Background: an optimization exercise with open tools, aiming at small area and a short achievable clock period. Do not read the settings as production practice. The RTL was checked by simulation tests, not by an equivalence proof against the original design.

wip/tundra:
// neuron_top
module neuron_top #(
    parameter int NEURON_INDEX = 1
) (
    input  logic        clk,
    input  logic        rst,
    input  logic        cfg_we,
    input  logic [5:0]  cfg_addr,
    input  logic [17:0] cfg_data,
    input  logic        axon_vld,
    input  logic [7:0]  axon_index,
    input  logic        nc_evaluate,
    input  logic        nc_reset,
    input  logic        nc_warmup,
    input  logic        out_granted,
    output logic        neur_output,
    output logic        out_pending,
    output logic [7:0]  out_bus,
    output logic [17:0] state_v,
    output logic [17:0] state_u
);
clock: 24.0 ns
lec_check: 0
cap_margin: 20
core_margin: 2
core_utilization: 40
cts_buf_list: sky130_fd_sc_hd__clkbuf_8
cts_cluster_size: 25
slew_margin: 20
standard.sh (not shown) runs the stock make flow with config.mk's settings and CLKGATE_MAP_FILE= SYNTH_SCRIPT=/design/flow/synth_recipe.tcl, a recipe that flattens the netlist after the stock synthesis.
==> flow/flow/run.sh <==
#!/bin/bash
# The standard layout, with timing repair aimed at a shorter period than the clock's
# (SETUP_SLACK_MARGIN) and drive-strength buffers on the ports.
set -euo pipefail
export SETUP_SLACK_MARGIN=14
export BUFFER_PORTS_ARGS="-buffer_cell sky130_fd_sc_hd__buf_2"
bash standard.sh > standard.log 2>&1
wip/tundra: PASS, flow complete, no timing, DRC or antenna violations
Relative to wip/tundra, the following input files were edited for wip/delta:
==> flow/config.mk <==
export PLATFORM = sky130hd
export DESIGN_NAME = neuron_top
export DESIGN_NICKNAME = neuron_top
export VERILOG_FILES = /design/flow/design.v
export SDC_FILE = /design/flow/constraint.sdc
export NUM_CORES = 4
export LEC_CHECK = 0
export ABC_AREA = 1
export CAP_MARGIN = 20
export CORE_MARGIN = 2
export CORE_UTILIZATION = 40
export SLEW_MARGIN = 20
## What came out
- Of the two values seen for slowest cell on the critical path, buf_16 was produced by wip/delta and buf_12 by wip/tundra.
- Going from wip/tundra to wip/delta, area of the die increased by about 1.2% relative to the old numbers; clock insertion delay at the later pin of the skew report decreased by 70 ps relative to the old numbers.
- Global-route wire length before repair was higher in wip/delta than in wip/tundra.
- wip/delta ends up with a detailed route wirelength on metal2 that is 0.80% higher than in wip/tundra.
- The number of H-tree branching levels of wip/delta is lower than that of wip/tundra.
- Compared with wip/tundra, in wip/delta share of the clock period used by the worst path after layout decreased by 0.16 points relative to the old numbers; final cell count without fillers increased by 418 relative to the old numbers.
Input changes introduced in wip/harbor (baseline for comparison: wip/delta):
==> flow/config.mk <==
export PLATFORM = sky130hd
export DESIGN_NAME = neuron_top
export DESIGN_NICKNAME = neuron_top
export VERILOG_FILES = /design/flow/design.v
export SDC_FILE = /design/flow/constraint.sdc
export NUM_CORES = 4
export LEC_CHECK = 0
export CAP_MARGIN = 20
export CORE_MARGIN = 2
export CORE_UTILIZATION = 65
export SLEW_MARGIN = 20
[summary]
- wip/harbor finished every stage and its layout cleared the timing, DRC and antenna checks.
- Changes observed in wip/harbor relative to wip/delta: post-synthesis xor/xnor area fraction up 3.3 points; final cell count without fillers down 906.
- Going from wip/delta to wip/harbor, normalized max-slew margin dropped 11 points; global-route track usage on met1 climbed 15 points.
- Taking wip/delta as the reference, in wip/harbor later-pin clock latency in the skew report level; largest fanout on the critical path moved down.

---

neuron_top, a different RTL version from the one above (not shown whole).
Size: about 2300 cells after synthesis, ~29000 um^2 of cells after synthesis.
==> flow/config.mk <==
export PLATFORM = sky130hd
export DESIGN_NAME = neuron_top
export DESIGN_NICKNAME = neuron_top
export VERILOG_FILES = /design/flow/design.v
export SDC_FILE = /design/flow/constraint.sdc
export NUM_CORES = 4
export LEC_CHECK = 0
export CAP_MARGIN = 20
export CORE_MARGIN = 2
export CORE_UTILIZATION = 40
export CTS_CLUSTER_DIAMETER = 100
export CTS_CLUSTER_SIZE = 30
export SLEW_MARGIN = 20
export SYNTH_HIERARCHICAL = 1
export SYNTH_MINIMUM_KEEP_SIZE = 0
==> flow/constraint.sdc <==
create_clock -name core_clock -period 24.0 [get_ports {clk}]
set_input_delay 4.8000 -clock core_clock [delete_from_list [all_inputs] [get_ports {clk}]]
set_output_delay 4.8000 -clock core_clock [all_outputs]
set_load 0.01 [all_outputs]
Scripts as last shown in full above: flow/flow/run.sh
The first run completed with no timing, DRC or antenna violations.
Then changed:
--- a/flow/config.mk
+++ b/flow/config.mk
@@ -7,2 +7,3 @@
 export LEC_CHECK = 0
+export ABC_AREA = 1
 export CAP_MARGIN = 20
Effect: The changed run completed with no timing, DRC or antenna violations. Setup slack is worse by 15 ps. Non-clock buffer count shrinks by 32. Worst hold slack is worse by 14 ps. Clock-buffer cell count grows by 3. Cell area grows by 2.6%. Register-to-register slack is better by 230 ps. Critical path depth grows by 1. Die area grows by about 4%. Final cell count grows by about 14%.
Then changed:
--- a/flow/config.mk
+++ b/flow/config.mk
@@ -7,4 +7,3 @@
 export LEC_CHECK = 0
-export ABC_AREA = 1
-export CAP_MARGIN = 20
+export CAP_MARGIN = 0
 export CORE_MARGIN = 2
@@ -13,3 +12,3 @@
 export CTS_CLUSTER_SIZE = 30
-export SLEW_MARGIN = 20
+export SLEW_MARGIN = 0
 export SYNTH_HIERARCHICAL = 1
The new run completed without violations.
Flip-flop and latch count is unchanged.
Final cell count decreases by 12%.
Routed wire length decreases by 11%.
Final area decreases by 2.5%.
Worst setup slack improves by 15 ps.
Synthesized area decreases by 3.7%.
Global-route usage decreases by 1.5 points.
Clock-buffer cell count decreases by 3.
Then changed:
--- a/flow/config.mk
+++ b/flow/config.mk
@@ -7,8 +7,9 @@
 export LEC_CHECK = 0
-export CAP_MARGIN = 0
+export CAP_MARGIN = 20
 export CORE_MARGIN = 2
-export CORE_UTILIZATION = 40
+export CORE_UTILIZATION = 60
 export CTS_CLUSTER_DIAMETER = 100
 export CTS_CLUSTER_SIZE = 30
-export SLEW_MARGIN = 0
+export PLACE_DENSITY = 0.7
+export SLEW_MARGIN = 20
 export SYNTH_HIERARCHICAL = 1
Global-route usage is higher by 8.7 points.
Synthesized area stays the same.
Wire length drops by about 4.4%.
Hold slack improved by 10 ps.
Setup slack gains 7.0 ps.
Sequential cell count does not change.
Utilization rose by 21 points.

-- separate check: timing with driven ports --
The flow's constraints put no driver on any port. The routed layouts listed below were extracted and timed again, unchanged, in two steps.
Step 1 (the two cells are an assumption about what drives the block):
set clk [get_ports {clk}]
set_driving_cell -lib_cell sky130_fd_sc_hd__clkbuf_16 $clk
set_driving_cell -lib_cell sky130_fd_sc_hd__buf_2 [delete_from_list [all_inputs] $clk]
Step 2, shift: input delay + t, output delay - t, t = (earliest + latest rising clock arrival at the registers) / 2. This alone moves slack from input paths to output paths.
Slacks: no drivers / after step 1 / after step 2; pairs: no drivers / after step 1.
run	t (ns)	setup WS [ns]	worst hold slack (ns)	slew at the worst register clock pin (ns)	cell pins on the clock port's net
wip/tundra	0.737	13.975 / 13.929 / 13.929	0.455 / 0.455 / 0.455	0.07 / 0.07	1
wip/delta	0.668	14.014 / 13.949 / 13.949	0.464 / 0.464 / 0.464	0.06 / 0.06	1
wip/harbor	0.657	13.932 / 13.893 / 13.893	0.455 / 0.455 / 0.455	0.07 / 0.07	1
the first run of note 2	0.664	14.004 / 13.893 / 13.893	0.480 / 0.480 / 0.480	0.12 / 0.12	1
the second run of note 2	0.659	13.990 / 13.926 / 13.926	0.465 / 0.465 / 0.465	0.12 / 0.12	1
the third run of note 2	0.664	14.004 / 13.893 / 13.893	0.480 / 0.480 / 0.480	0.12 / 0.12	1
the fourth run of note 2	0.625	14.011 / 13.920 / 13.920	0.490 / 0.490 / 0.490	0.12 / 0.12	1
After both steps every run listed still meets setup and hold.
